Context: an optimization exercise on an open-source flow, tuned for small area, a short achievable clock period and few clock cycles. The choices shown serve that exercise and are no tape-out recipe.
Function was checked by simulation only, so behaviour that the tests miss may differ from the original.
Power and IR drop assume default switching activity.

==> flow/design.v <==
package nice_pkg;
   typedef struct packed {
      logic [6:0] func7;
      logic [4:0] rs2;
      logic [4:0] rs1;
      logic [2:0] func3;
      logic [4:0] rd;
      logic [6:0] opcode;
   } nice_rtype_t;
   typedef union packed {
      logic [32-1:0] raw;
      nice_rtype_t           r;
   } nice_insn_u;
   typedef enum logic [2:0] {
      OP_NONE   = 3'd0,
      OP_LOAD_A = 3'd1,
      OP_LOAD_B = 3'd2,
      OP_LOAD_P = 3'd3,
      OP_STORE  = 3'd4,
      OP_WORK   = 3'd5
   } nice_op_e;
   typedef enum logic [2:0] {
      ST_IDLE = 3'd0,
      ST_MEM  = 3'd1,
      ST_WORK = 3'd2,
      ST_RESP = 3'd3
   } nice_state_e;
endpackage
`timescale 1ns/100ps
module row_buffer (
   input  logic                  custom_mem_op,
   input  logic                  wr_en,      
   input  logic [32-1:0] wr_data,
   output logic [32-1:0] head,       
   output logic [32-1:0] tail        
);
   logic [32-1:0] w [8];
   always_ff @(posedge custom_mem_op) begin
      for (int j = 1; j < 8 - 1; j++) w[j] <= w[j+1];
      w[8-1] <= w[0];
      w[0] <= wr_en ? wr_data : w[1];
   end
   assign head = w[0];
   assign tail = w[8-1];
endmodule
`timescale 1ns/100ps
module nice_core_top (
   input  logic                  custom_mem_op,
   input  logic                  nice_rst_n,
   output logic                  nice_active,
   output logic                  nice_mem_holdup,
   input  logic                  nice_req_valid,
   output logic                  nice_req_ready,
   input  logic [32-1:0] nice_req_inst,
   input  logic [32-1:0] nice_req_rs1,
   input  logic [32-1:0] nice_req_rs2,
   output logic                  nice_rsp_valid,
   input  logic                  nice_rsp_ready,
   output logic [32-1:0] nice_rsp_rdat,
   output logic                  nice_rsp_err,
   output logic                  nice_icb_cmd_valid,
   input  logic                  nice_icb_cmd_ready,
   output logic [32-1:0] nice_icb_cmd_addr,
   output logic                  nice_icb_cmd_read,
   output logic [32-1:0] nice_icb_cmd_wdata,
   output logic [1:0]            nice_icb_cmd_size,
   input  logic                  nice_icb_rsp_valid,
   output logic                  nice_icb_rsp_ready,
   input  logic [32-1:0] nice_icb_rsp_rdata,
   input  logic                  nice_icb_rsp_err
);
   localparam logic [1:0] K_LA = 2'd0, K_LB = 2'd1, K_LP = 2'd2, K_ST = 2'd3;
   logic rst;
   assign rst = ~nice_rst_n;
   assign pk_ill = ~pk_mem & ~pk_wk;
   logic [2:0]            ph;
   logic                  zact;
   logic                  pk_v, pk_mem, pk_wk, pk_ill;    
   logic [1:0]            pk_k;
   logic                  rdy_a, rdy_m, rdy_x, iss_go, act_q;
   logic                  rob_w [4];
   logic                  rob_d [4];
   logic                  rob_e [4];
   logic [1:0]            rob_hd, rob_tl;
   logic [4:1]            rob_t;       
   logic                  q0_v, q1_v;
   logic [1:0]            q0_k, q1_k, q0_i, q1_i;
   logic [2:0]            rcnt, rslot;
   logic                  rerr;
   logic                  iss_act;
   logic [2:0]            icnt;
   logic [1:0]            iss_k;
   logic                  cmd_v, cmd_rd;
   logic [32-1:0] cmd_a, cmd_wd;
   logic                  busy, s2_v, s2_last, wdone, wres_p;
   logic [2:0]            wcnt;
   logic [2:0]            r_off;
   logic [32:0]   sreg;        
   logic                  rsp_v, rsp_e, rsp_w;
   logic [6:0] d_opc, d_f7;
   logic [2:0] d_f3;
   logic       d_mem, d_wk;
   assign d_opc = nice_req_inst[6:0];
   assign d_f3  = nice_req_inst[14:12];
   assign d_f7  = nice_req_inst[31:25];
   assign d_mem = (d_opc == 7'b1111011) && (d_f3 == 3'b010) &&
                  (d_f7 >= 7'd1) && (d_f7 <= 7'd4);
   assign d_wk  = (d_opc == 7'b1111011) && (d_f3 == 3'b000) &&
                  (d_f7 == 7'd5);
   logic slot_free, req_hs, start, handoff, cont, fire;
   logic [2:0] lane;
   logic st_i, st_now;
   logic rsp_rdy, take, q0_done;
   logic raw_ok, lane_go;
   logic head_done, rob_push, rob_pop, rsp_hs;
   assign slot_free      = ~cmd_v | nice_icb_cmd_ready;
   assign nice_req_ready = rdy_x | (rdy_m & nice_icb_cmd_ready);
   assign start          = nice_req_valid & rdy_m & slot_free;
   assign handoff        = nice_req_valid & rdy_a & pk_wk;
   assign req_hs         = start | (nice_req_valid & rdy_a);
   assign cont   = iss_go & slot_free;
   assign fire   = cont | start;
   assign lane   = start ? 3'd0 : icnt;
   assign st_i   = (iss_k == K_ST);
   assign st_now = start ? (pk_k == K_ST) : st_i;
   assign rsp_rdy = q0_v & ((q0_k == K_ST) | ((rslot == 3'd0) & ~zact));
   assign take    = nice_icb_rsp_valid & rsp_rdy;
   assign q0_done = take & (rcnt == 3'd7);
   assign nice_icb_rsp_ready = rsp_rdy;
   assign raw_ok  = ~(q1_v & (q1_k != K_ST)) &
                    ~(q0_v & (q0_k != K_ST) & (rcnt <= wcnt));
   assign lane_go = busy & (ph == wcnt) & raw_ok;
   assign rob_push  = req_hs;
   assign head_done = rob_w[rob_hd] ? wdone : rob_d[rob_hd];
   assign rob_pop   = rob_t[1] & head_done & (~rsp_v | nice_rsp_ready);
   assign rsp_hs    = rsp_v & nice_rsp_ready;
   logic [2:0] ph_n, icnt_n, wcnt_n, r_off_n;
   logic [4:1] rob_t_n;
   logic       rob_inc, rob_dec;
   logic       pk_v_n, busy_n, wres_p_n, iss_act_n, q1_v_n, rsp_v_n, cmd_v_n;
   logic [1:0] iss_k_n, pk_k_n;
   logic       pk_st_n;
   assign ph_n     = rst ? 3'd0 : ph + 3'd1;
   assign cmd_v_n  = ~rst & (fire | (cmd_v & ~nice_icb_cmd_ready));
   assign pk_v_n   = ~rst & nice_req_valid & ~req_hs;
   assign pk_k_n   = d_f7[1:0] - 2'd1;
   assign pk_st_n  = (pk_k_n == K_ST);
   assign rob_inc  = rob_push & ~rob_pop;
   assign rob_dec  = rob_pop & ~rob_push;
   assign rob_t_n  = rst ? 4'd0 : (rob_inc ? {rob_t[3:1], 1'b1} :
                                   rob_dec ? {1'b0, rob_t[4:2]} : rob_t);
   assign busy_n   = rst ? 1'b0 : (handoff | (busy & ~(lane_go & (wcnt == 3'd7))));
   assign wcnt_n   = handoff ? 3'd0 : (lane_go ? wcnt + 3'd1 : wcnt);
   assign wres_p_n = rst ? 1'b0 : ((s2_v & s2_last) | (wres_p & ~(rsp_hs & rsp_w)));
   assign iss_act_n = rst ? 1'b0 : (fire ? (lane != 3'd7) : iss_act);
   assign icnt_n   = fire ? lane + 3'd1 : icnt;
   assign iss_k_n  = start ? pk_k : iss_k;
   assign r_off_n  = rst ? r_off - ph - 3'd1 : (handoff ? 3'd0 : r_off);
   assign q1_v_n   = rst ? 1'b0 : ((start & q0_v & ~q0_done) | (q1_v & ~q0_done));
   assign rsp_v_n  = rst ? 1'b0 : (rob_pop | (rsp_v & ~nice_rsp_ready));
   logic       busy_w, pcond, wok_start, wok_cont, wok_idle, iss_go_n;
   logic [2:0] wcnt_w, icnt_p1;
   assign busy_w    = busy & ~(lane_go & (wcnt == 3'd7));
   assign wcnt_w    = lane_go ? wcnt + 3'd1 : wcnt;
   assign icnt_p1   = icnt + 3'd1;
   assign pcond     = ((ph + 3'd1) == (icnt + 3'd3 + (st_i ? r_off : 3'd0)));
   assign wok_start = (pk_k != K_ST) | ~busy_w | (wcnt_w > 3'd1);
   assign wok_cont  = ~st_i | ~busy_w | (wcnt_w > icnt_p1);
   assign wok_idle  = ~st_i | ~busy_w | (wcnt_w > icnt);
   assign iss_go_n  = rst ? 1'b0 :
                      start ? wok_start :
                      cont  ? ((icnt != 3'd7) & wok_cont) :
                              (iss_act & pcond & wok_idle);
   logic rdy_a_n, rdy_m_n, pk_keep, ph_ok0, wok0, iss_free;
   assign pk_keep  = ~rst & nice_req_valid & ~req_hs;
   assign ph_ok0   = ((ph + 3'd1) == (3'd3 + (pk_st_n ? r_off : 3'd0)));
   assign wok0     = pk_st_n ? (~busy_w | (wcnt_w != 3'd0)) : ~busy_w;
   assign iss_free = ~iss_act | (iss_go & (icnt == 3'd7) & slot_free);
   assign rdy_a_n  = pk_keep & ~rob_t[4] &
                     ((~d_mem & ~d_wk) |
                      (d_wk & ~busy & ~wres_p & ~(s2_v & s2_last) & ~(iss_act & st_i)));
   assign rdy_m_n  = pk_keep & ~rob_t[4] & d_mem & ~q1_v & ph_ok0 & wok0 & iss_free;
   always_ff @(posedge custom_mem_op) begin
      ph      <= ph_n;
      pk_v    <= pk_v_n;
      pk_mem  <= d_mem;
      pk_wk   <= d_wk;
      pk_k    <= pk_k_n;
      rob_t   <= rob_t_n;
      busy    <= busy_n;
      wcnt    <= wcnt_n;
      wres_p  <= wres_p_n;
      iss_act <= iss_act_n;
      icnt    <= icnt_n;
      iss_k   <= iss_k_n;
      r_off   <= r_off_n;
      q1_v    <= q1_v_n;
      rsp_v   <= rsp_v_n;
      act_q   <= ~rst & (rob_push | rob_t[1] | (rsp_v & ~nice_rsp_ready));
      rdy_a   <= rdy_a_n;
      rdy_m   <= rdy_m_n;
      rdy_x   <= rdy_a_n | (rdy_m_n & ~cmd_v_n);
      iss_go  <= iss_go_n;
   end
   logic zero_w;
   always_ff @(posedge custom_mem_op) begin
      if (rst)              zact <= 1'b1;
      else if (ph == 3'd6)  zact <= 1'b0;
   end
   assign zero_w = rst | zact;
   logic [32-1:0] r_tap;
   always_ff @(posedge custom_mem_op) begin
      cmd_v <= cmd_v_n;
   end
   always_ff @(posedge custom_mem_op) begin
      if (fire) begin
         cmd_a  <= start ? nice_req_rs1 : cmd_a + 32'(4);
         cmd_rd <= ~st_now;
         cmd_wd <= r_tap;
      end
   end
   assign nice_icb_cmd_valid = cmd_v;
   assign nice_icb_cmd_addr  = cmd_a;
   assign nice_icb_cmd_read  = cmd_rd;
   assign nice_icb_cmd_wdata = cmd_wd;
   assign nice_icb_cmd_size  = 2'b10;
   always_ff @(posedge custom_mem_op) begin
      if (rst) begin
         q0_v  <= 1'b0;
         rcnt  <= 3'd0;
         rslot <= 3'd1;
         rerr  <= 1'b0;
      end else begin
         rslot <= rslot + 3'd1 - {2'b00, take};
         if (take) begin
            rcnt <= rcnt + 3'd1;
            rerr <= (rerr | nice_icb_rsp_err) & ~q0_done;
         end
         if (start & (~q0_v | q0_done)) begin
            q0_v <= 1'b1;
            q0_k <= pk_k;
            q0_i <= rob_tl;
         end else if (q0_done) begin
            q0_v <= q1_v;
            q0_k <= q1_k;
            q0_i <= q1_i;
         end
      end
   end
   always_ff @(posedge custom_mem_op) begin
      if (start & q0_v & ~q0_done) begin
         q1_k <= pk_k;
         q1_i <= rob_tl;
      end
   end
   logic [32-1:0] din, a_head, b_head, p_tap, mod_r;
   logic [32+1:0] diff;
   logic                  we_a, we_b, we_p;
   assign din  = zero_w ? '0 : nice_icb_rsp_rdata;
   assign we_a = zero_w | (take & (q0_k == K_LA));
   assign we_b = zero_w | (take & (q0_k == K_LB));
   assign we_p = zero_w | (take & (q0_k == K_LP));
   row_buffer u_row_a (.custom_mem_op(custom_mem_op), .wr_en(we_a), .wr_data(din),
                       .head(a_head), .tail());
   row_buffer u_row_b (.custom_mem_op(custom_mem_op), .wr_en(we_b), .wr_data(din),
                       .head(b_head), .tail());
   row_buffer u_row_p (.custom_mem_op(custom_mem_op), .wr_en(we_p), .wr_data(din),
                       .head(), .tail(p_tap));
   row_buffer u_row_r (.custom_mem_op(custom_mem_op), .wr_en(s2_v), .wr_data(mod_r),
                       .head(), .tail(r_tap));
   always_ff @(posedge custom_mem_op) begin
      if (lane_go)              sreg <= {1'b0, a_head} + {1'b0, b_head};
      else if (s2_v & s2_last)  sreg <= {1'b0, mod_r};
      s2_v    <= ~rst & lane_go;
      s2_last <= (wcnt == 3'd7);
   end
   assign diff  = {1'b0, sreg} - {2'b00, p_tap};
   assign mod_r = diff[32+1] ? sreg[32-1:0] : diff[32-1:0];
   always_ff @(posedge custom_mem_op) begin
      if (rst) begin
         wdone <= 1'b0;
      end else begin
         if (s2_v & s2_last)                    wdone <= 1'b1;
         else if (rob_pop & rob_w[rob_hd])         wdone <= 1'b0;
      end
   end
   always_ff @(posedge custom_mem_op) begin
      if (rst) begin
         rob_hd <= 2'd0;
         rob_tl <= 2'd0;
      end else begin
         if (rob_push) rob_tl <= rob_tl + 2'd1;
         if (rob_pop)  rob_hd <= rob_hd + 2'd1;
      end
   end
   always_ff @(posedge custom_mem_op) begin
      if (rob_push) begin
         rob_w[rob_tl] <= pk_wk;
         rob_d[rob_tl] <= pk_ill;
         rob_e[rob_tl] <= pk_ill;
      end
      if (q0_done) begin
         rob_d[q0_i] <= 1'b1;
         rob_e[q0_i] <= rerr | nice_icb_rsp_err;
      end
   end
   always_ff @(posedge custom_mem_op) begin
      if (rob_pop) begin
         rsp_e <= rob_e[rob_hd];
         rsp_w <= rob_w[rob_hd];
      end
   end
   assign nice_rsp_valid = rsp_v;
   assign nice_rsp_err   = rsp_e;
   assign nice_rsp_rdat  = sreg[32-1:0] & {32{rsp_w}};
   assign nice_active     = nice_req_valid | act_q;
   assign nice_mem_holdup = q0_v;
endmodule
==> flow/flow/run.sh <==
#!/bin/bash
# The standard layout, with the smallest buffer on every port instead of
# the default port buffer cell; each tool's output goes to its own log here
set -euo pipefail
bash standard.sh BUFFER_PORTS_ARGS="-buffer_cell sky130_fd_sc_hd__buf_1" finish > standard_make.log 2>&1
==> flow/standard.sh <==
#!/bin/bash
# synth_recipe.tcl (not shown) runs the flow's synth.tcl, then flattens the netlist and writes it again
# the make line also repeats each setting of config.mk as NAME=value (left out here)
make -C /OpenROAD-flow-scripts/flow DESIGN_CONFIG=/design/flow/config.mk WORK_HOME=/design/flow/orfs CLKGATE_MAP_FILE= SYNTH_SCRIPT=/design/flow/synth_recipe.tcl "${@:-finish}"
==> flow/config.mk <==
export PLATFORM = sky130hd
export DESIGN_NAME = nice_core_top
export DESIGN_NICKNAME = nice_core_top
export VERILOG_FILES = /design/flow/design.v
export SDC_FILE = /design/flow/constraint.sdc
export NUM_CORES = 4
export LEC_CHECK = 0
export CAP_MARGIN = 20
export CORE_MARGIN = 2
export CORE_UTILIZATION = 40
export CTS_BUF_LIST = sky130_fd_sc_hd__clkbuf_8 sky130_fd_sc_hd__clkbuf_16
export CTS_CLUSTER_DIAMETER = 85
export CTS_CLUSTER_SIZE = 32
export SETUP_SLACK_MARGIN = 4.0
export SLEW_MARGIN = 20
==> flow/constraint.sdc <==
create_clock -name core_clock -period 7.5 [get_ports {custom_mem_op}]
set_input_delay 1.5000 -clock core_clock [delete_from_list [all_inputs] [get_ports {custom_mem_op}]]
set_output_delay 1.5000 -clock core_clock [all_outputs]
set_load 0.01 [all_outputs]
==> out/metrics.cfg, run 1 <==
[yosys]
postSynth.asyncResetShare=0
avgSynthCellArea_sq_um=12.63
synth_area_leader_cell=dfxtp_1
synth_enable_flop_cells=124
yosys.area_share.simple=0.08600
syn-cell-area_sq_um=33740
synth_compound_area_frac=0.07543
ys_seq_elements=1195
synth_fa_ha_area_frac=0.03664
yosysTopAreaCellShare=0.6355
synth_cell_types=85
ys_seq_area_frac=0.7459
synth_mux_area_frac=0.01064
yosys.area_share.xor_xnor=0.02544
synthTopCellsByArea=dfxtp_1 64%, edfxtp_1 11%, nand2_1 3.9%
synth_top_family_by_area=simple AND/OR/NAND/NOR gates
synth_warnings=3
synthFlopType=dfxtp_1
synthesis.nets=2904
synth_cells=2672

[layout]
fillers=7599
finalNonFillerCells=3959
most-common-layout-cells=1070 x dfxtp_1, 348 x nand2_1, 216 x a21oi_1
fin_nets=3085
area_growth_pct=10.52
seq_area_sq_um=25170
layout_commonest_cell=dfxtp_1
post-route-util=0.4463
layout-drive-gt1-share=0.04936
multi_input_area_sq_um=8084

[setup_path]
endpoint_kind=output pin
worst-path-buf-inv=2
cpMostUsedCell=buf_6
crit_chain=buf_6 > or2_4 > buf_6
slowest_stage=or2_4
worst-path-max-fanout=6
cp.arrival_ns=1.97
startpoint_type=input port
cp_top_family=simple AND/OR/NAND/NOR gates
path_class=in -> out
required_ns=6.00
slowest_delay_ns=0.24

[timing]
rsz0062_at_grt=true
finalHoldViolations=0
tns_ns=0
fin_hold_ws_ns=0.3078
skew_ns=0.04083
fin_crit_sh=0.4631
relSlewSlack=0.3397
finalWorstPathRequiredPeriod_ns=3.473
slew_violations=0
tightest_slew_ns=0.9904
setup_violations=0
fmax_mhz=287.9

[floorplan]
row_count=106
dieArea_sq_um=86680
design.core.area_sq_um=83560
pin_count=241
fp.dieH_um=294.4
die_width_um=294.4
floorplan.initialDensity=0.4038

[clocking]
path_clk_slew_ns=0.11
h-tree-depth=2
root_buffer=clkbuf_16
cts_tree=built
cts_sinks=1195
clockBufferDepth=3
cts_buffers=47
cts_hold_buf=0
clk_latency_ns=0.63

[routing]
drt_drc_violations_left=0
vias=18323
wl_per_cell_um=16.50
drt_first_pass_iters=4
first_iter_violations=959
drtAntennaViolNets=0
routed_wl_um=65330
vias_per_cell=4.628

[placement]
dp.cells=3881
numPortBuffers=191
place_congestion=0.8802
hpwlAfterDp_um=44370

[pwr]
p_leak_nw=14.06
ir_worst_vdd_v=0.0001871
power_density_nw_per_um2=260.1

[grt]
grt_pass1_wl_um=100600
first_global_vias=18031
grt_use_total=0.1480
grt_max_degree=97
overflow=0
antenna_found_initial=3

[run]
maxCapViolations=0

[outcome]
run_status=complete, no violations

[min_path]
hold_path_class=reg -> reg

-- repair_timing --
action / in CTS / in global routing
pin swaps: 3 / 3
cloned: 1 / 0
setup endpoints to repair: 55 / 40
setup buffers: 2 / 0
resized for setup: 19 / 25
-- Yosys cell counts, types with 21 or more instances --
library cell and instances:
a21oi_1 219, nor2_1 126, xor2_1 39, and2_1 41, o21ai_0 79, inv_1 82, nor3_1 21, edfxtp_1 124
dfxtp_1 1071, ha_1 94, a21o_1 26, xnor2_1 59, nand3_1 37, nand2_1 350, clkbuf_1 55
-- worst reg2reg max path, delay by kind of cell, from the launching register on --
kind	cells	cell delay [ns]
adder cells (fa/ha/maj)	2	0.39
XOR/XNOR	1	0.35
flip-flops	1	0.33
AO/OA/AOI/OAI	6	1.47
buffers and inverters	1	0.07
AND/OR/NAND/NOR	2	0.42
multiplexers	1	0.13
-- cells by family after synthesis --
| kind of cell | after synthesis |
|---|---|
| fa+ha+maj | 97 |
| xor+xnor | 98 |
| other cells | 2 |
| flops | 1195 |
| compound gates | 428 |
| simple gates | 660 |
| buf+inv | 161 |
| mux | 31 |
-- layer usage --
metal	GRT usage	wire length, um	vias to the layer above
met4	0.04418	1707	2
met3	0.02609	2881	108
met1	0.2080	32040	8650
li1	-	-	9219
met5	0	10	-
met2	0.2333	28690	344
-- metrics by stage --
stage,power (mW),setup WS (ns),cell area [sq um]
2_1_floorplan,6.664,4.171,33740
3_3_place_gp,6.705,3.582,35590
3_5_place_dp,6.708,3.548,35590
4_1_cts,9.806,3.989,37160
5_1_grt,10.04,3.953,37280
6_report,9.699,4.027,37290
-- cell type report --
cell class	count	share of cell area
clock buffer	47	0.03154
antenna	2	0.0001342
sequential	1195	0.6749
multi-input combinational	1316	0.2168
clock inverter	26	0.007382
tap	1080	0.03624
inverter	86	0.008725
timing repair buffer	207	0.02426
-- path summary, 6_finish.rpt --
check / from / slack (ns) / to / cells after the start
worst max register to register: u_row_a.w[0][0]$_DFF_P_ / 4.03 / sreg[28]$_DFFE_PP_ / 13
worst min-delay path: u_row_p.w[5][17]$_DFF_P_ / 0.31 / u_row_p.w[4][17]$_DFF_P_ / 0
worst min register to register: u_row_p.w[5][17]$_DFF_P_ / 0.31 / u_row_p.w[4][17]$_DFF_P_ / 0
worst max-delay path: nice_req_valid / 4.03 / nice_active / 3
-- registers in the layout, summed over array words and instances (netlist names), 3 cells and up, named ones only --
| register | flops |
|---|---|
| rob_e | 4 |
| cmd_a | 32 |
| rslot | 3 |
| icnt | 3 |
| rob_t | 4 |
| u_row_r.w | 256 |
| rob_w | 4 |
| rob_d | 4 |
| cmd_wd | 32 |
| r_off | 3 |
| u_row_a.w | 256 |
| sreg | 33 |
| wcnt | 3 |
| rcnt | 3 |
| u_row_b.w | 256 |
| u_row_p.w | 256 |
| ph | 3 |
-- report_power, final --
group          switching (mW)  internal [mW]
clock network            1.92           1.21
registers              0.0140           6.46
logic                  0.0503         0.0395
Testbench counts, summed over its fixed seeds: cycles 9,854.
==> run 2, diff against run 1 <==
--- a/flow/config.mk
+++ b/flow/config.mk
@@ -8,7 +8,7 @@
 export CAP_MARGIN = 20
 export CORE_MARGIN = 2
 export CORE_UTILIZATION = 40
-export CTS_BUF_LIST = sky130_fd_sc_hd__clkbuf_8 sky130_fd_sc_hd__clkbuf_16
+export CTS_BUF_LIST = sky130_fd_sc_hd__clkbuf_16
 export CTS_CLUSTER_DIAMETER = 85
 export CTS_CLUSTER_SIZE = 32
 export SETUP_SLACK_MARGIN = 4.0
==> run 2 against run 1 <==
  * Still clean on timing, DRC and antenna
  * Sequential share of layout area unchanged
  * Clock power is essentially flat
  * Area after synthesis did not move
  * Utilization unchanged
  * Via count unchanged
  * Count of clock-buffer cells in the layout unchanged
  * Global-route usage did not move
  * Largest power group unchanged
==> out/metrics.cfg, run 2 <==
[outcome]
run_status=complete, no violations

[timing]
fmax_mhz=287.9  ; unchanged
finalHoldViolations=0  ; unchanged
fin_crit_sh=0.4631  ; unchanged
tns_ns=0  ; unchanged
slew_violations=0  ; unchanged
setup_violations=0  ; unchanged
relSlewSlack=0.3397  ; unchanged
skew_ns=0.04083  ; unchanged
tightest_slew_ns=0.9904  ; unchanged
fin_hold_ws_ns=0.3078  ; unchanged
rsz0062_at_grt=true
layout_setup_ws_ns=4.027  ; unchanged
finalWorstPathRequiredPeriod_ns=3.473  ; unchanged

[yosys]
synth_area_leader_cell=dfxtp_1
synth.most_common_cell=dfxtp_1
postSynth.asyncResetShare=0  ; unchanged
synthesis.nets=2904  ; unchanged
synth_cell_types=85  ; unchanged
ys_seq_area_frac=0.7459  ; unchanged
synth_warnings=3  ; unchanged
synth_cells=2672  ; unchanged
ys_top_cells_by_count=1071 x dfxtp_1, 350 x nand2_1, 219 x a21oi_1, 126 x nor2_1, 124 x edfxtp_1
ys_seq_elements=1195  ; unchanged
synthFlopType=dfxtp_1
yosysTopAreaCellShare=0.6355  ; unchanged
synth_enable_flop_cells=124  ; unchanged
syn-cell-area_sq_um=33740  ; unchanged
avgSynthCellArea_sq_um=12.63  ; unchanged
synthTopCellsByArea=dfxtp_1 64%, edfxtp_1 11%, nand2_1 3.9%

[floorplan]
design.core.area_sq_um=83560  ; unchanged
fp.dieH_um=294.4  ; unchanged
die_width_um=294.4  ; unchanged
floorplan.initialDensity=0.4038  ; unchanged
dieArea_sq_um=86680  ; unchanged
row_count=106  ; unchanged
pin_count=241  ; unchanged

[setup_path]
crit_chain=buf_6 > or2_4 > buf_6
slowest_stage=or2_4
startpoint_type=input port
slowest_delay_ns=0.24  ; about the same
worst-path-max-fanout=6  ; unchanged
required_ns=6.00  ; about the same
endpoint_kind=output pin
rr_endpoint=sreg[28]$_DFFE_PP_
r2r-start=u_row_a.w[0][0]$_DFF_P_
worst-path-buf-inv=2  ; unchanged
cp_top_family=simple AND/OR/NAND/NOR gates
rr_worst_depth=13  ; unchanged
cpMostUsedCell=buf_6
cp.arrival_ns=1.97  ; about the same
r2r_slack_ns=4.03  ; about the same
path_class=in -> out

[placement]
numPortBuffers=191  ; unchanged
hpwlAfterDp_um=44370  ; unchanged
place_area_sq_um=35590  ; unchanged
place_congestion=0.8802  ; unchanged
dp_slack_ns=3.548  ; unchanged
dp.cells=3881  ; unchanged

[layout]
layout_commonest_cell=dfxtp_1
area_growth_pct=10.52  ; unchanged
finalNonFillerCells=3959  ; unchanged
layout-drive-gt1-share=0.04936  ; unchanged
final_area_sq_um=37290  ; unchanged
fin_nets=3085  ; unchanged
post-route-util=0.4463  ; unchanged
most-common-layout-cells=1070 x dfxtp_1, 348 x nand2_1, 216 x a21oi_1

[pwr]
p_leak_nw=14.06  ; unchanged
clock_power_share=0.323  ; about the same
ir_worst_vdd_v=0.0001871  ; unchanged
intPower_mw=7.712  ; unchanged
combPwrFrac=0.009  ; about the same
power_density_nw_per_um2=260.1  ; unchanged
finalPower_mw=9.699  ; unchanged
swShare=0.2049  ; unchanged
pwr-share-seq=0.668  ; about the same
p_sw_mw=1.987  ; unchanged

[grt]
grt_use_total=0.1480  ; unchanged
grt_pass1_wl_um=100600  ; unchanged
antenna_found_initial=3  ; unchanged
first_global_vias=18031  ; unchanged
grt_max_degree=97  ; unchanged
overflow=0  ; unchanged

[clocking]
clockBufferDepth=3  ; unchanged
path_clk_slew_ns=0.11  ; about the same
cts_tree=built
cts_hold_buf=0  ; unchanged
root_buffer=clkbuf_16
cts_buffers=47  ; unchanged
clk_latency_ns=0.63  ; about the same
cts_sinks=1195  ; unchanged
h-tree-depth=2  ; unchanged

[run]
maxCapViolations=0  ; unchanged

[min_path]
hold_path_class=reg -> reg
hold_start=u_row_p.w[5][17]$_DFF_P_
hold_end=u_row_p.w[4][17]$_DFF_P_
whs_path_depth=0  ; unchanged

[routing]
routed_wl_um=65330  ; unchanged
drt_drc_violations_left=0  ; unchanged
vias=18323  ; unchanged
vias_per_cell=4.628  ; unchanged
drt_first_pass_iters=4  ; unchanged
wl_per_cell_um=16.50  ; unchanged
first_iter_violations=959  ; unchanged
drtAntennaViolNets=0  ; unchanged

## run 2: cell counts in the layout (fill, tap and decap cells not counted)
No cell type changed its count.
## run 2: what timing repair did
action,4_1_cts,5_1_grt
gates resized for setup,19,25
setup endpoints to repair,55,40
pin swaps,3,3
buffers inserted,2,0
gates cloned,1,0
hold endpoints to repair,0,0
## run 2: final cells by class
type / count / area (sq um)
well taps: 1080 / 1351
flip-flops and latches: 1195 / 25170
multi-input cells: 1316 / 8084
inverters: 86 / 325.3
clock inverters: 26 / 275.3
clock buffers: 47 / 1176
fillers: 7599 / 46270
diodes: 2 / 5.005
repair buffers: 207 / 904.6
## run 2: per-layer routing
| metal | track usage | wire length (um) |
|---|---|---|
| met5 | 0 | 10 |
| met3 | 0.02609 | 2881 |
| met1 | 0.2080 | 32040 |
| met2 | 0.2333 | 28690 |
| met4 | 0.04418 | 1707 |
## run 2: kinds of logic (layout without fill, tap and decap cells)
logic type,count (synthesis),in the layout,synth area share
and+or+nand+nor,660,660,0.08600
AOI/OAI and AO/OA,428,428,0.07543
DFF,1195,1195,0.7459
xor gates and xnor gates,98,98,0.02544
muxes,31,31,0.01064
other,2,4,0.0002226
adders and majority gates,97,97,0.03664
buffers and inverters,161,366,0.01973
## run 2: how the worst max path moves through the flow
stage / cells past startpoint / end / from
after CTS: 13 / sreg[30]$_DFFE_PP_ / u_row_b.w[0][0]$_DFF_P_
after detailed placement: 8 / icnt[2]$_DFFE_PN_ / nice_icb_cmd_ready
after global routing: 12 / sreg[30]$_DFFE_PP_ / wcnt[1]$_SDFF_PP0_
final: 3 / nice_active / nice_req_valid
after global placement: 12 / sreg[28]$_DFFE_PP_ / sreg[15]$_DFFE_PP_
after floorplan: 4 / cmd_a[10]$_DFFE_PN_ / nice_icb_cmd_ready
## run 2: power by group through the flow
| stage | Sequential (mW) | Combinational [mW] | Clock [mW] |
|---|---|---|---|
| 6_report | 6.47 | 0.0898 | 3.13 |
| 5_1_grt | 6.48 | 0.100 | 3.46 |
| 4_1_cts | 6.47 | 0.0901 | 3.24 |
| 3_5_place_dp | 6.62 | 0.0879 | 0 |
| 3_3_place_gp | 6.62 | 0.0862 | 0 |
| 2_1_floorplan | 6.61 | 0.0497 | 0 |
## run 2: worst register-to-register path, stage by stage, from the launching register on
cell,delay (ns)
dfxtp_1,0.33
ha_1,0.20
inv_1,0.07
fa_1,0.19
nand2b_1,0.18
a21oi_2,0.11
o31ai_2,0.45
a21oi_2,0.16
o31a_1,0.31
a41o_1,0.29
nor3_1,0.24
o21bai_1,0.15
xnor2_1,0.35
mux2i_1,0.13
==> run 3, diff against run 2 <==
==> flow/config.mk (replaced) <==
export PLATFORM = sky130hd
export DESIGN_NAME = nice_core_top
export DESIGN_NICKNAME = nice_core_top
export VERILOG_FILES = /design/flow/design.v
export SDC_FILE = /design/flow/constraint.sdc
export NUM_CORES = 4
export LEC_CHECK = 0
export CAP_MARGIN = 20
export CORE_MARGIN = 2
export CORE_UTILIZATION = 55
export CTS_BUF_LIST = sky130_fd_sc_hd__clkbuf_4 sky130_fd_sc_hd__clkbuf_8 sky130_fd_sc_hd__clkbuf_16
export CTS_CLUSTER_DIAMETER = 80
export CTS_CLUSTER_SIZE = 30
export PLACE_DENSITY = 0.7
export SETUP_SLACK_MARGIN = 4.0
export SLEW_MARGIN = 20
==> run 3 against run 2 <==
  * Still clean
  * Final cell count down 7.4%
  * Power rose by 0.87%
  * Via count up 1.0%
  * Routed wire length decreased by 3.8%
  * Clock power is 3% higher
  * Register-to-register slack improved by 0.09 ns
  * Sequential power about the same
  * Setup slack gained 0.0016 ns
  * Final area shrank 0.70%
  * Sequential share of layout area grew 0.48 points
  * Utilization is 17 points higher
  * Clock skew decreased by 0.0024 ns
  * Critical endpoint unchanged
==> out/metrics.cfg, run 3 <==
[timing]
fmax_mhz=288.1  ; about the same
skew_ns=0.03839  ; -0.002441 ns
rsz0062_at_grt=true
tightest_slew_ns=0.9790  ; -0.01143 ns
finalWorstPathRequiredPeriod_ns=3.471  ; -0.001590 ns
slew_violations=0  ; unchanged
tns_ns=0  ; unchanged
setup_violations=0  ; unchanged
layout_setup_ws_ns=4.029  ; +0.001590 ns
finalHoldViolations=0  ; unchanged
fin_crit_sh=0.4628  ; about the same
relSlewSlack=0.3474  ; +0.007617

[grt]
met1_usage=0.2794  ; +0.07134
grt_use_met3=0.02992  ; +0.003827
grt_pass1_wl_um=98050  ; -2.5%
grt_max_degree=97  ; unchanged
grt_use_total=0.1962  ; +0.04818
overflow=0  ; unchanged
use_met2=0.3134  ; +0.08010
busiest_layer=met2
first_global_vias=18353  ; +1.8%
antenna_found_initial=2  ; -1

[clocking]
cts_tree=built
cts_hold_buf=0  ; unchanged
cts_sinks=1195  ; unchanged
clk_latency_ns=0.63  ; about the same
h-tree-depth=2  ; unchanged
path_clk_slew_ns=0.10  ; about the same
clockBufferDepth=3  ; unchanged
root_buffer=clkbuf_16
cts_buffers=49  ; +4.3%

[placement]
dp_slack_ns=3.432  ; -0.1163 ns
dp.cells=3581  ; -7.7%
hpwlAfterDp_um=42170  ; -5.0%
place_congestion=0.9060  ; +2.9%
numPortBuffers=191  ; unchanged

[pwr]
ir_worst_vdd_v=0.0001573  ; -16%
swShare=0.1993  ; -0.005521
power_density_nw_per_um2=264.2  ; +1.6%
pwr-share-seq=0.662  ; -0.006
intPower_mw=7.833  ; +1.6%
p_leak_nw=14.09  ; +0.21%
p_sw_mw=1.950  ; -1.8%
combPwrFrac=0.009  ; about the same
clock_power_share=0.329  ; +0.006

[floorplan]
dieArea_sq_um=63340  ; -27%
design.core.area_sq_um=60470  ; -28%
fp.dieH_um=251.7  ; -15%
pin_count=241  ; unchanged
floorplan.initialDensity=0.5579  ; +0.1541
row_count=90  ; -15%
die_width_um=251.7  ; -15%

[run]
maxCapViolations=0  ; unchanged

[routing]
drtAntennaViolNets=0  ; unchanged
vias_per_cell=5.048  ; +9.1%
drt_first_pass_iters=5  ; +1
drt_drc_violations_left=0  ; unchanged
routed_wl_um=62860  ; -3.8%
wl_per_cell_um=17.15  ; +3.9%
vias=18506  ; +1.0%
first_iter_violations=1008  ; +5.1%

[layout]
area_growth_pct=9.743
most-common-layout-cells=1070 x dfxtp_1, 348 x nand2_1, 218 x a21oi_1
layout-drive-gt1-share=0.05584  ; +0.006488
post-route-util=0.6123  ; +0.1660
layout_commonest_cell=dfxtp_1
finalNonFillerCells=3666  ; -7.4%
fin_nets=3091  ; +0.19%

[yosys]
synth_area_leader_cell=dfxtp_1
synthTopCellsByArea=dfxtp_1 64%, edfxtp_1 11%, nand2_1 3.9%
yosysTopAreaCellShare=0.6355  ; unchanged
syn-cell-area_sq_um=33740  ; unchanged
synth_cell_types=85  ; unchanged
ys_seq_area_frac=0.7459  ; unchanged
postSynth.asyncResetShare=0  ; unchanged
synth_warnings=3  ; unchanged
synth_cells=2672  ; unchanged
synthesis.nets=2904  ; unchanged
synth_enable_flop_cells=124  ; unchanged
ys_top_cells_by_count=1071 x dfxtp_1, 350 x nand2_1, 219 x a21oi_1, 126 x nor2_1, 124 x edfxtp_1
avgSynthCellArea_sq_um=12.63  ; unchanged
synthFlopType=dfxtp_1
ys_seq_elements=1195  ; unchanged
synth.most_common_cell=dfxtp_1

[outcome]
run_status=complete, no violations

[setup_path]
cp.arrival_ns=1.97  ; about the same
required_ns=6.00  ; about the same
r2r_slack_ns=4.12  ; +0.09 ns
worst-path-max-fanout=6  ; unchanged
path_class=in -> out
endpoint_kind=output pin
startpoint_type=input port

[min_path]
hold_path_class=reg -> reg

[run 3: changes by cell type in the layout (fill, tap and decap cells not counted), sizes merged]
| cell | change |
|---|---|
| clkbuf | +16 |
| inv | -11 |
| buf | +4 |
| clkinv | -2 |
| bufbuf | -1 |
| diode | -1 |
[run 3: through the flow]
stage / instance area [sq um] / hold slack, ns / power [mW]
after floorplan: 33740 / 0.3096 / 6.664
after global placement: 35200 / 0.3095 / 6.704
after detailed placement: 35230 / 0.3121 / 6.706
after CTS: 36870 / 0.3010 / 9.865
after global routing: 37020 / 0.3045 / 10.10
final: 37020 / 0.3019 / 9.783
[run 3: cells by family after synthesis]
family,share of synthesized area
flops,0.7459
simple gates,0.08600
compound gates,0.07543
buf+inv,0.01973
xor+xnor,0.02544
fa+ha+maj,0.03664
mux,0.01064
other cells,0.0002226
[run 3: routing by layer]
layer,vias up,routed length [um]
li1,9230,-
met1,8763,30270
met2,408,28200
met3,105,2722
met4,0,1676
met5,-,0
[run 3: power groups by stage]
stage	Clock [mW]	Combinational [mW]	Sequential (mW)
finish	3.22	0.0891	6.47
global route	3.52	0.0999	6.48
CTS	3.30	0.0886	6.47
detailed placement	0	0.0865	6.62
global placement	0	0.0847	6.62
floorplan	0	0.0497	6.61
[run 3: final timing paths]
check                                        startpoint                       to  depth (start not counted)
worst min-delay path            u_row_r.w[0][1]$_DFF_P_  u_row_r.w[7][1]$_DFF_P_                          0
worst min register to register  u_row_r.w[0][1]$_DFF_P_  u_row_r.w[7][1]$_DFF_P_                          0
worst max register to register       sreg[12]$_DFFE_PP_       sreg[14]$_DFFE_PP_                         11
worst max-delay path                     nice_req_valid              nice_active                          3
[run 3: repair_timing]
action	4_1_cts	5_1_grt
setup endpoints to repair	65	27
buffers inserted	5	2
resized for setup	17	18
pin swaps	2	4
cloned	0	1
[run 3: final cells by class]
cell class	count	area (sq um)
timing repair buffer	211	958.4
tap	782	978.4
sequential	1195	25170
inverter	86	325.3
clock buffer	62	1354
clock inverter	13	181.4
fill	4637	23450
multi-input combinational	1316	8059
antenna	1	2.502
[run 3: worst max-delay path, stage by stage]
cell   delay (ns)
buf_6        0.11
or2_4        0.24
buf_6        0.12
==> run 4, diff against run 3 <==
--- a/flow/config.mk
+++ b/flow/config.mk
@@ -7,10 +7,10 @@
 export LEC_CHECK = 0
 export CAP_MARGIN = 20
 export CORE_MARGIN = 2
-export CORE_UTILIZATION = 55
+export CORE_UTILIZATION = 70
 export CTS_BUF_LIST = sky130_fd_sc_hd__clkbuf_4 sky130_fd_sc_hd__clkbuf_8 sky130_fd_sc_hd__clkbuf_16
 export CTS_CLUSTER_DIAMETER = 80
 export CTS_CLUSTER_SIZE = 30
-export PLACE_DENSITY = 0.7
+export PLACE_DENSITY = 0.8
 export SETUP_SLACK_MARGIN = 4.0
 export SLEW_MARGIN = 20
==> run 4 against run 3 <==
  * Final cell count down 4.7%
  * Flip-flop and latch count stayed put
  * Power shrank 1.3%
  * Final area fell by 0.83%
  * Critical path type unchanged
==> out/metrics.cfg, run 4 <==
[pwr]
p_leak_nw=14.03  ; -0.40%
ir_worst_vdd_v=0.0002283  ; +45%
finalPower_mw=9.658  ; -1.3%
power_density_nw_per_um2=263.1  ; -0.45%

[yosys]
synthesis.nets=2904  ; unchanged
ys_seq_area_frac=0.7459  ; unchanged
yosysTopAreaCellShare=0.6355  ; unchanged
synthTopCellsByArea=dfxtp_1 64%, edfxtp_1 11%, nand2_1 3.9%
postSynth.asyncResetShare=0  ; unchanged
synth_enable_flop_cells=124  ; unchanged
syn-cell-area_sq_um=33740  ; unchanged
synth_area_leader_cell=dfxtp_1
ys_seq_elements=1195  ; unchanged
synth.most_common_cell=dfxtp_1
synth_cell_types=85  ; unchanged
synthFlopType=dfxtp_1
synth_warnings=3  ; unchanged
avgSynthCellArea_sq_um=12.63  ; unchanged
ys_top_cells_by_count=1071 x dfxtp_1, 350 x nand2_1, 219 x a21oi_1, 126 x nor2_1, 124 x edfxtp_1
synth_cells=2672  ; unchanged

[placement]
numPortBuffers=191  ; unchanged
dp.cells=3413  ; -4.7%
place_congestion=0.9352  ; +3.2%
hpwlAfterDp_um=42540  ; +0.87%

[timing]
tns_ns=0  ; unchanged
slew_violations=0  ; unchanged
tightest_slew_ns=0.9830  ; +0.004073 ns
skew_ns=0.03463  ; -0.003759 ns
finalWorstPathRequiredPeriod_ns=3.472  ; +0.0008600 ns
fmax_mhz=288.0  ; about the same
rsz0062_at_grt=true
relSlewSlack=0.3446  ; -0.002715
fin_crit_sh=0.4630  ; about the same
finalHoldViolations=0  ; unchanged
setup_violations=0  ; unchanged

[grt]
antenna_found_initial=2  ; unchanged
grt_pass1_wl_um=99240  ; +1.2%
first_global_vias=18591  ; +1.3%
grt_max_degree=84  ; -13%
overflow=0  ; unchanged
grt_use_total=0.2555  ; +0.05925

[layout]
finalNonFillerCells=3494  ; -4.7%
fillers=3014  ; -35%
fin_nets=3088  ; -0.097%
post-route-util=0.7706  ; +0.1583
layout-drive-gt1-share=0.05459  ; -0.001255
layout_commonest_cell=dfxtp_1
most-common-layout-cells=1070 x dfxtp_1, 348 x nand2_1, 216 x a21oi_1
area_growth_pct=8.827

[routing]
drtAntennaViolNets=0  ; unchanged
first_iter_violations=1456  ; +44%
vias=18886  ; +2.1%
wl_per_cell_um=18.34  ; +7.0%
drt_drc_violations_left=0  ; unchanged
vias_per_cell=5.405  ; +7.1%
drt_first_pass_iters=5  ; unchanged
routed_wl_um=64090  ; +2.0%

[setup_path]
worst-path-max-fanout=6  ; unchanged
r2r_slack_ns=4.05  ; -0.07 ns
rr_worst_depth=13  ; +2
r2r-start=u_row_a.w[0][0]$_DFF_P_
cp.arrival_ns=1.97  ; about the same
rr_endpoint=sreg[26]$_DFFE_PP_
endpoint_kind=output pin
required_ns=6.00  ; about the same
path_class=in -> out
startpoint_type=input port

[clocking]
cts_sinks=1195  ; unchanged
clk_latency_ns=0.63  ; about the same
cts_tree=built
cts_hold_buf=0  ; unchanged
path_clk_slew_ns=0.10  ; about the same
cts_buffers=47  ; -4.1%
clockBufferDepth=3  ; unchanged
h-tree-depth=2  ; unchanged
root_buffer=clkbuf_16

[min_path]
hold_path_class=reg -> reg
hold_start=u_row_r.w[5][5]$_DFF_P_
whs_path_depth=0  ; unchanged
hold_end=u_row_r.w[4][5]$_DFF_P_

[floorplan]
fp.dieH_um=223.5  ; -11%
design.core.area_sq_um=47650  ; -21%
dieArea_sq_um=49970  ; -21%
floorplan.initialDensity=0.7081  ; +0.1502
die_width_um=223.5  ; -11%
row_count=80  ; -11%
pin_count=241  ; unchanged

[run]
maxCapViolations=0  ; unchanged

[outcome]
run_status=complete, no violations

-- run 4: routing by layer --
layer	up-vias	GRT usage	part of all wire	wire length, um
met5	-	0	0	0
met2	510	0.4071	0.46	29240
met1	9044	0.3635	0.46	29610
li1	9219	-	-	-
met3	113	0.04158	0.051	3283
met4	0	0.08000	0.031	1955
-- run 4: worst max path at each step --
stage	from	end	slack, ns	depth (start not counted)
3_3_place_gp	sreg[15]$_DFFE_PP_	sreg[29]$_DFFE_PP_	3.74	12
2_1_floorplan	nice_icb_cmd_ready	cmd_a[10]$_DFFE_PN_	4.17	4
6_report	nice_req_valid	nice_active	4.03	3
4_1_cts	rslot[0]$_SDFF_PN1_	nice_icb_rsp_ready	4.00	3
3_5_place_dp	sreg[15]$_DFFE_PP_	sreg[29]$_DFFE_PP_	3.66	12
5_1_grt	u_row_p.w[7][8]$_DFF_P_	sreg[29]$_DFFE_PP_	3.94	13
-- run 4: worst max-delay path: stages --
cell and delay (ns):
buf_6 0.11, or2_4 0.24, buf_6 0.12
-- run 4: area by class of cell --
| cell class | count | area [sq um] | share of cell area |
|---|---|---|---|
| multi-input combinational | 1316 | 8084 | 0.2202 |
| clock inverter | 7 | 106.4 | 0.002897 |
| sequential | 1195 | 25170 | 0.6854 |
| inverter | 86 | 325.3 | 0.008860 |
| timing repair buffer | 210 | 962.2 | 0.02621 |
| clock buffer | 62 | 1295 | 0.03527 |
| tap | 615 | 769.5 | 0.02096 |
| antenna | 3 | 7.507 | 0.0002045 |
-- run 4: kinds of logic (layout without fill, tap and decap cells) --
kind of cell    after synthesis  count (layout)  share of synthesized area
simple gates                660             660                    0.08600
fa+ha+maj                    97              97                    0.03664
xor+xnor                     98              98                    0.02544
compound gates              428             428                    0.07543
mux                          31              31                    0.01064
buf+inv                     161             365                    0.01973
other cells                   2               5                  0.0002226
flops                      1195            1195                     0.7459
-- run 4: report_power, final --
part | total [mW] | switching, mW | internal (mW)
registers | 6.47 | 0.0143 | 6.46
logic | 0.0919 | 0.0521 | 0.0398
clock network | 3.09 | 1.84 | 1.26
-- run 4: through the flow --
step                cell area, sq um  hold WS, ns  setup WS, ns
floorplan                      33740       0.3096         4.171
global placement               34990       0.3097         3.740
detailed placement             34990       0.3121         3.659
CTS                            36600       0.3148         4.000
global route                   36710       0.3238         3.944
finish                         36720       0.3154         4.028
-- run 4: what timing repair did --
action,4_1_cts,5_1_grt
setup endpoints to repair,73,25
pin swaps,4,3
resized for setup,19,20
cloned,2,0
endpoints found under the hold margin,0,0
setup buffers,4,3
==> run 5, diff against run 4 <==
--- a/flow/config.mk
+++ b/flow/config.mk
@@ -7,10 +7,9 @@
 export LEC_CHECK = 0
 export CAP_MARGIN = 20
 export CORE_MARGIN = 2
-export CORE_UTILIZATION = 70
+export CORE_UTILIZATION = 40
 export CTS_BUF_LIST = sky130_fd_sc_hd__clkbuf_4 sky130_fd_sc_hd__clkbuf_8 sky130_fd_sc_hd__clkbuf_16
 export CTS_CLUSTER_DIAMETER = 80
 export CTS_CLUSTER_SIZE = 30
-export PLACE_DENSITY = 0.8
 export SETUP_SLACK_MARGIN = 4.0
 export SLEW_MARGIN = 20
==> run 5 against run 4 <==
  * Power up 2.5%
  * Routed wire length increased by 2.4%
  * Clock skew increased by 0.0030 ns
  * Worst hold slack worse by 0.013 ns
  * Final area rose by 1.9%
  * Synthesized cell count unchanged
  * Flip-flop and latch count unchanged
  * Setup slack improved by 0.0032 ns
  * Critical path depth did not move
  * Critical path type unchanged
  * Critical endpoint unchanged
==> out/metrics.cfg, run 5 <==
[setup_path]
cpMostUsedCell=buf_6
crit_chain=buf_6 > or2_4 > buf_6
slowest_stage=or2_4
path_class=in -> out
slowest_delay_ns=0.24  ; about the same
worst-path-buf-inv=2  ; unchanged
endpoint_kind=output pin
cp.arrival_ns=1.97  ; about the same
required_ns=6.00  ; about the same
cp_top_family=simple AND/OR/NAND/NOR gates
worst-path-max-fanout=6  ; unchanged
startpoint_type=input port

[timing]
finalHoldViolations=0  ; unchanged
relSlewSlack=0.3314  ; -0.01320
slew_violations=0  ; unchanged
fmax_mhz=288.3  ; about the same
tightest_slew_ns=1.003  ; +0.01980 ns
setup_violations=0  ; unchanged
fin_crit_sh=0.4625  ; about the same
tns_ns=0  ; unchanged
skew_ns=0.03760  ; +0.002971 ns
finalWorstPathRequiredPeriod_ns=3.469  ; -0.003230 ns
rsz0062_at_grt=true

[placement]
numPortBuffers=191  ; unchanged
place_congestion=0.8802  ; -5.9%
hpwlAfterDp_um=44370  ; +4.3%

[yosys]
synthesis.nets=2904  ; unchanged
synthFlopType=dfxtp_1
ys_seq_elements=1195  ; unchanged
synthTopCellsByArea=dfxtp_1 64%, edfxtp_1 11%, nand2_1 3.9%
synth_area_leader_cell=dfxtp_1
synth_warnings=3  ; unchanged
synth_cells=2672  ; unchanged
avgSynthCellArea_sq_um=12.63  ; unchanged
ys_seq_area_frac=0.7459  ; unchanged
syn-cell-area_sq_um=33740  ; unchanged
postSynth.asyncResetShare=0  ; unchanged
yosysTopAreaCellShare=0.6355  ; unchanged
synth.most_common_cell=dfxtp_1
ys_top_cells_by_count=1071 x dfxtp_1, 350 x nand2_1, 219 x a21oi_1, 126 x nor2_1, 124 x edfxtp_1
synth_enable_flop_cells=124  ; unchanged
synth_cell_types=85  ; unchanged

[grt]
grt_use_total=0.1487  ; -0.1068
grt_max_degree=97  ; +15%
grt_pass1_wl_um=101000  ; +1.8%
overflow=0  ; unchanged
antenna_found_initial=4  ; +2
first_global_vias=17998  ; -3.2%

[floorplan]
pin_count=241  ; unchanged
floorplan.initialDensity=0.4038  ; -0.3043
design.core.area_sq_um=83560  ; +75%
dieArea_sq_um=86680  ; +73%
die_width_um=294.4  ; +32%
row_count=106  ; +33%
fp.dieH_um=294.4  ; +32%

[clocking]
path_clk_slew_ns=0.11  ; about the same
cts_sinks=1195  ; unchanged
clockBufferDepth=3  ; unchanged
cts_tree=built
cts_buffers=50  ; +6.4%
h-tree-depth=2  ; unchanged
clk_latency_ns=0.64  ; about the same
cts_hold_buf=0  ; unchanged
root_buffer=clkbuf_16

[routing]
drt_first_pass_iters=5  ; unchanged
routed_wl_um=65630  ; +2.4%
first_iter_violations=892  ; -39%
vias=18331  ; -2.9%
vias_per_cell=4.626  ; -14%
drtAntennaViolNets=0  ; unchanged
drt_drc_violations_left=0  ; unchanged
wl_per_cell_um=16.56  ; -9.7%

[layout]
fillers=7582  ; +150%
multi_input_area_sq_um=8064  ; -0.25%
most-common-layout-cells=1070 x dfxtp_1, 348 x nand2_1, 216 x a21oi_1
fin_nets=3088  ; unchanged
area_growth_pct=10.94
seq_area_sq_um=25170  ; unchanged
layout-drive-gt1-share=0.05382  ; -0.0007703
layout_commonest_cell=dfxtp_1

[pwr]
finalPower_mw=9.899  ; +2.5%
power_density_nw_per_um2=264.5  ; +0.54%
p_leak_nw=14.09  ; +0.44%
ir_worst_vdd_v=0.0001896  ; -17%

[run]
maxCapViolations=0  ; unchanged

[min_path]
hold_path_class=reg -> reg

[outcome]
run_status=complete, no violations

[run 5: per-layer routing]
metal / global-route usage / vias to the layer above / wire, um / part of all wire
li1: - / 9222 / - / -
met1: 0.2089 / 8629 / 31900 / 0.49
met2: 0.2324 / 366 / 28590 / 0.44
met3: 0.02858 / 112 / 3319 / 0.051
met4: 0.04492 / 2 / 1814 / 0.028
met5: 0 / - / 10 / 0.00015
[run 5: per-stage QoR]
| stage | instance area, sq um | util | setup WS (ns) | std cells | hold slack [ns] |
|---|---|---|---|---|---|
| final | 37430 | 0.4479 | 4.031 | 3963 | 0.3025 |
| after floorplan | 33740 | - | 4.171 | 2672 | 0.3096 |
| after CTS | 37320 | 0.4467 | 3.992 | 3960 | 0.3128 |
| after global placement | 35590 | 0.4260 | 3.582 | 3881 | 0.3095 |
| after detailed placement | 35590 | 0.4260 | 3.548 | 3881 | 0.3121 |
| after global routing | 37420 | 0.4479 | 3.935 | 3960 | 0.3119 |
[run 5: final cells by class]
class / count / share of cell area
clock buffers: 63 / 0.03697
diodes: 3 / 0.0002006
inverters: 86 / 0.008692
multi-input cells: 1316 / 0.2155
repair buffers: 207 / 0.02420
flip-flops and latches: 1195 / 0.6724
well taps: 1080 / 0.03610
clock inverters: 13 / 0.006017
[run 5: cells by family (layout without fill, tap and decap cells)]
| group | Yosys count | count (layout) | synth area share |
|---|---|---|---|
| compound gates | 428 | 428 | 0.07543 |
| xor+xnor | 98 | 98 | 0.02544 |
| fa+ha+maj | 97 | 97 | 0.03664 |
| buf+inv | 161 | 369 | 0.01973 |
| flops | 1195 | 1195 | 0.7459 |
| mux | 31 | 31 | 0.01064 |
| other cells | 2 | 5 | 0.0002226 |
| simple gates | 660 | 660 | 0.08600 |
[run 5: power breakdown]
group | internal, mW | switching [mW]
registers | 6.46 | 0.0140
logic | 0.0396 | 0.0504
clock network | 1.37 | 1.96
total | 7.87 | 2.03
[run 5: path summary, 6_finish.rpt]
check | from | to | slack [ns] | cells past startpoint
worst max-delay path | nice_req_valid | nice_active | 4.03 | 3
worst min-delay path | u_row_p.w[3][30]$_DFF_P_ | u_row_p.w[2][30]$_DFF_P_ | 0.30 | 0
worst max register to register | u_row_a.w[0][0]$_DFF_P_ | sreg[28]$_DFFE_PP_ | 4.08 | 13
worst min register to register | u_row_p.w[3][30]$_DFF_P_ | u_row_p.w[2][30]$_DFF_P_ | 0.30 | 0
[run 5: what timing repair did]
action	in CTS	in global routing
endpoints found under the setup margin	55	42
resized for setup	19	21
hold endpoints to repair	0	0
cloned	1	0
buffers inserted	2	0
pin swaps	3	3
==> run 6, diff against run 5 <==
--- a/flow/design.v
+++ b/flow/design.v
@@ -78,11 +78,11 @@
    logic                  pk_v, pk_mem, pk_wk, pk_ill;    
    logic [1:0]            pk_k;
    logic                  rdy_a, rdy_m, rdy_x, iss_go, act_q;
-   logic                  rob_w [4];
-   logic                  rob_d [4];
-   logic                  rob_e [4];
-   logic [1:0]            rob_hd, rob_tl;
-   logic [4:1]            rob_t;       
+   logic                  rob_w [3];
+   logic                  rob_d [3];
+   logic                  rob_e [3];
+   logic [1:0]            rob_hd, rob_tl;   
+   logic [3:1]            rob_t;       
    logic                  q0_v, q1_v;
    logic [1:0]            q0_k, q1_k, q0_i, q1_i;
    logic [2:0]            rcnt, rslot;
@@ -135,7 +135,7 @@
    assign rob_pop   = rob_t[1] & head_done & (~rsp_v | nice_rsp_ready);
    assign rsp_hs    = rsp_v & nice_rsp_ready;
    logic [2:0] ph_n, icnt_n, wcnt_n, r_off_n;
-   logic [4:1] rob_t_n;
+   logic [3:1] rob_t_n;
    logic       rob_inc, rob_dec;
    logic       pk_v_n, busy_n, wres_p_n, iss_act_n, q1_v_n, rsp_v_n, cmd_v_n;
    logic [1:0] iss_k_n, pk_k_n;
@@ -147,8 +147,8 @@
    assign pk_st_n  = (pk_k_n == K_ST);
    assign rob_inc  = rob_push & ~rob_pop;
    assign rob_dec  = rob_pop & ~rob_push;
-   assign rob_t_n  = rst ? 4'd0 : (rob_inc ? {rob_t[3:1], 1'b1} :
-                                   rob_dec ? {1'b0, rob_t[4:2]} : rob_t);
+   assign rob_t_n  = rst ? 3'd0 : (rob_inc ? {rob_t[2:1], 1'b1} :
+                                   rob_dec ? {1'b0, rob_t[3:2]} : rob_t);
    assign busy_n   = rst ? 1'b0 : (handoff | (busy & ~(lane_go & (wcnt == 3'd7))));
    assign wcnt_n   = handoff ? 3'd0 : (lane_go ? wcnt + 3'd1 : wcnt);
    assign wres_p_n = rst ? 1'b0 : ((s2_v & s2_last) | (wres_p & ~(rsp_hs & rsp_w)));
@@ -176,10 +176,10 @@
    assign ph_ok0   = ((ph + 3'd1) == (3'd3 + (pk_st_n ? r_off : 3'd0)));
    assign wok0     = pk_st_n ? (~busy_w | (wcnt_w != 3'd0)) : ~busy_w;
    assign iss_free = ~iss_act | (iss_go & (icnt == 3'd7) & slot_free);
-   assign rdy_a_n  = pk_keep & ~rob_t[4] &
+   assign rdy_a_n  = pk_keep & ~rob_t[3] &
                      ((~d_mem & ~d_wk) |
                       (d_wk & ~busy & ~wres_p & ~(s2_v & s2_last) & ~(iss_act & st_i)));
-   assign rdy_m_n  = pk_keep & ~rob_t[4] & d_mem & ~q1_v & ph_ok0 & wok0 & iss_free;
+   assign rdy_m_n  = pk_keep & ~rob_t[3] & d_mem & ~q1_v & ph_ok0 & wok0 & iss_free;
    always_ff @(posedge custom_mem_op) begin
       ph      <= ph_n;
       pk_v    <= pk_v_n;
@@ -289,8 +289,8 @@
          rob_hd <= 2'd0;
          rob_tl <= 2'd0;
       end else begin
-         if (rob_push) rob_tl <= rob_tl + 2'd1;
-         if (rob_pop)  rob_hd <= rob_hd + 2'd1;
+         if (rob_push) rob_tl <= rob_tl[1] ? 2'd0 : rob_tl + 2'd1;
+         if (rob_pop)  rob_hd <= rob_hd[1] ? 2'd0 : rob_hd + 2'd1;
       end
    end
    always_ff @(posedge custom_mem_op) begin
--- a/flow/config.mk
+++ b/flow/config.mk
@@ -8,8 +8,8 @@
 export CAP_MARGIN = 20
 export CORE_MARGIN = 2
 export CORE_UTILIZATION = 40
-export CTS_BUF_LIST = sky130_fd_sc_hd__clkbuf_4 sky130_fd_sc_hd__clkbuf_8 sky130_fd_sc_hd__clkbuf_16
-export CTS_CLUSTER_DIAMETER = 80
-export CTS_CLUSTER_SIZE = 30
+export CTS_BUF_LIST = sky130_fd_sc_hd__clkbuf_8 sky130_fd_sc_hd__clkbuf_16
+export CTS_CLUSTER_DIAMETER = 85
+export CTS_CLUSTER_SIZE = 32
 export SETUP_SLACK_MARGIN = 4.0
 export SLEW_MARGIN = 20
==> run 6 against run 5 <==
  * Non-clock buffer count up 1
  * Largest cell class unchanged
  * Critical endpoint unchanged
  * Sequential share of layout area up 0.65 points
  * Count of clock-buffer cells in the layout down 17
  * Setup slack worse by 0.015 ns
  * Final cell count down 0.98%
  * Worst hold slack better by 0.020 ns
  * Power down 3.6%
==> out/metrics.cfg, run 6 <==
[yosys]
ys_seq_elements=1191  ; -0.33%
avgSynthCellArea_sq_um=12.70  ; +0.56%
synth_area_leader_cell=dfxtp_1
postSynth.asyncResetShare=0  ; unchanged
synth_enable_flop_cells=122  ; -1.6%
ys_top_cells_by_count=1069 x dfxtp_1, 344 x nand2_1, 226 x a21oi_1, 122 x edfxtp_1, 120 x nor2_1
synthesis.nets=2864  ; -1.4%
synthTopCellsByArea=dfxtp_1 64%, edfxtp_1 11%, nand2_1 3.9%
synth_warnings=3  ; unchanged
synth_cell_types=84  ; -1.2%
yosysTopAreaCellShare=0.6394  ; +0.003864
synthFlopType=dfxtp_1
synth_cells=2636  ; -1.3%
ys_seq_area_frac=0.7488  ; +0.002948
syn-cell-area_sq_um=33470  ; -0.79%
synth.most_common_cell=dfxtp_1

[layout]
multi_input_area_sq_um=7981  ; -1.0%
layout_commonest_cell=dfxtp_1
fin_nets=3049  ; -1.3%
most-common-layout-cells=1068 x dfxtp_1, 343 x nand2_1, 223 x a21oi_1
antenna_cells=0  ; -3
fillers=7543  ; -0.51%
layout-drive-gt1-share=0.04782  ; -0.005999
seq_area_sq_um=25070  ; -0.40%
area_growth_pct=10.31

[routing]
routed_wl_um=64580  ; -1.6%
drtAntennaViolNets=0  ; unchanged
drt_drc_violations_left=0  ; unchanged
vias=18051  ; -1.5%
drt_first_pass_iters=5  ; unchanged
first_iter_violations=909  ; +1.9%
wl_per_cell_um=16.46  ; -0.63%
vias_per_cell=4.600  ; -0.55%

[clocking]
cts_tree=built
clk_latency_ns=0.63  ; about the same
clockBufferDepth=3  ; unchanged
root_buffer=clkbuf_16
path_clk_slew_ns=0.11  ; about the same
cts_sinks=1191  ; -0.33%
cts_buffers=44  ; -12%
cts_hold_buf=0  ; unchanged
h-tree-depth=2  ; unchanged

[outcome]
run_status=complete, no violations

[min_path]
hold_path_class=reg -> reg

[grt]
grt_pass1_wl_um=100400  ; -0.58%
grt_max_degree=72  ; -26%
first_global_vias=17924  ; -0.41%
overflow=0  ; unchanged
grt_use_total=0.1477  ; -0.0009817
antenna_found_initial=0  ; -4

[setup_path]
cp.arrival_ns=1.98  ; about the same
required_ns=6.00  ; about the same
worst-path-max-fanout=6  ; unchanged
endpoint_kind=output pin
path_class=in -> out
startpoint_type=input port

[timing]
tightest_slew_ns=1.012  ; +0.009211 ns
fmax_mhz=287.1  ; -0.42%
finalHoldViolations=0  ; unchanged
finalWorstPathRequiredPeriod_ns=3.483  ; +0.01451 ns
fin_hold_ws_ns=0.3224  ; +0.01982 ns
setup_violations=0  ; unchanged
rsz0062_at_grt=true
slew_violations=0  ; unchanged
relSlewSlack=0.3253  ; -0.006140
tns_ns=0  ; unchanged
skew_ns=0.03235  ; -0.005250 ns
fin_crit_sh=0.4645  ; +0.001935

[floorplan]
fp.dieH_um=293.3  ; -0.39%
design.core.area_sq_um=83290  ; -0.32%
die_width_um=293.3  ; -0.39%
dieArea_sq_um=86010  ; -0.78%
row_count=106  ; unchanged
pin_count=241  ; unchanged
floorplan.initialDensity=0.4019  ; -0.001914

[pwr]
power_density_nw_per_um2=258.5  ; -2.2%
ir_worst_vdd_v=0.0001536  ; -19%
swShare=0.1975  ; -0.007214
clock_power_share=0.317  ; -0.020
p_sw_mw=1.885  ; -7.0%
combPwrFrac=0.008  ; about the same
intPower_mw=7.661  ; -2.7%
p_leak_nw=13.90  ; -1.4%
pwr-share-seq=0.675  ; +0.021

[placement]
numPortBuffers=191  ; unchanged
place_congestion=0.9016  ; +2.4%
hpwlAfterDp_um=44330  ; -0.10%

[run]
maxCapViolations=0  ; unchanged

## run 6: changes by cell type after synthesis, moves of 7 or more
cell / before / now
clkbuf_1: 55 / 62
a21o_1: 26 / 13
nand4_1: 17 / 10
a21oi_1: 219 / 226
o21bai_1: 10 / 2
and3_1: 6 / 14
buf_2: 11 / 3
## run 6: repair_timing
item,CTS,global route
cloned,0,1
setup buffers,0,3
resized for setup,14,18
pin swaps,0,3
endpoints found under the setup margin,16,32
## run 6: power by group through the flow
stage | combinational (mW) | clock, mW | sequential [mW]
2_1_floorplan | 0.0397 | 0 | 6.58
3_3_place_gp | 0.0747 | 0 | 6.59
3_5_place_dp | 0.0764 | 0 | 6.59
4_1_cts | 0.0784 | 3.13 | 6.44
5_1_grt | 0.0870 | 3.34 | 6.45
6_report | 0.0775 | 3.02 | 6.44
## run 6: metal layers
| layer | global-route usage | vias up | share of wire |
|---|---|---|---|
| met1 | 0.2092 | 8487 | 0.49 |
| met4 | 0.03771 | 0 | 0.019 |
| met2 | 0.2347 | 364 | 0.45 |
| li1 | - | 9114 | - |
| met5 | 0 | - | 0 |
| met3 | 0.02587 | 86 | 0.046 |
## run 6: critical path, stage by stage
cell and delay (ns):
buf_6 0.11, or2_4 0.25, buf_6 0.12
## run 6: area by class of cell
class / instances / share of cell area
flip-flops and latches: 1191 / 0.6789
multi-input cells: 1300 / 0.2162
well taps: 1080 / 0.03660
clock buffers: 46 / 0.03057
repair buffers: 208 / 0.02453
inverters: 76 / 0.007726
clock inverters: 23 / 0.005557
## run 6: final timing paths
| path | cells past startpoint | to | slack (ns) | from |
|---|---|---|---|---|
| setup reg to reg | 10 | sreg[11]$_DFFE_PP_ | 4.12 | sreg[6]$_DFFE_PP_ |
| hold / removal | 0 | u_row_a.w[1][16]$_DFF_P_ | 0.32 | u_row_a.w[2][16]$_DFF_P_ |
| hold reg to reg | 0 | u_row_a.w[1][16]$_DFF_P_ | 0.32 | u_row_a.w[2][16]$_DFF_P_ |
| setup / recovery | 3 | nice_active | 4.02 | nice_req_valid |
## run 6: logic make-up (layout without fill, tap and decap cells)
kind of cell	count (synthesis)	after routing	share of synthesized area
AO/OA/AOI/OAI	415	415	0.07424
other	2	2	0.0002244
buffers and inverters	145	353	0.01663
flip-flops	1191	1191	0.7488
multiplexers	39	39	0.01219
XOR/XNOR	97	97	0.02538
AND/OR/NAND/NOR	652	652	0.08646
adder cells (fa/ha/maj)	95	95	0.03604
## run 6: stage by stage
stage               std cells  worst slack (ns)  cell area (sq um)  power [mW]  utilization
CTS                      3920             3.980              36790       9.657       0.4418
detailed placement       3851             3.096              35400       6.665       0.4250
global route             3924             3.930              36920       9.877       0.4433
floorplan                2636             4.194              33470       6.623            -
finish                   3924             4.017              36920       9.546       0.4433
global placement         3851             3.144              35400       6.663       0.4250
Testbench counts of run 6, summed over its fixed seeds: cycles 9,854.

[afterwards: timing with drivers on the ports]
In the flow no input, the clock included, has a driving cell. The finished layouts below were timed again as built, in two steps. Step 1: set_driving_cell puts a clkbuf_16 on custom_mem_op and a buf_2 on each other input, an assumption about the parent block. Step 2, shift: input delay + t, output delay - t, t = (earliest + latest rising clock arrival at the registers) / 2. This alone moves slack from input paths to output paths. Slacks: ideal ports / drivers / drivers and shift; pairs: ideal ports / drivers.
run	t, ns	setup slack, ns	pins driven straight from the clock port
run 1	0.679	4.027 / 3.995 / 3.797	1
run 2	0.679	4.027 / 3.995 / 3.797	1
run 3	0.677	4.029 / 3.998 / 3.684	1
run 4	0.678	4.028 / 3.994 / 3.767	1
run 5	0.689	4.031 / 3.999 / 3.524	1
run 6	0.679	4.017 / 3.984 / 3.576	1
After both steps setup and hold are still met in every run listed. For run 5, which loses most, drivers alone change the setup slack by -0.032 ns; drivers and shift together by -0.507 ns.
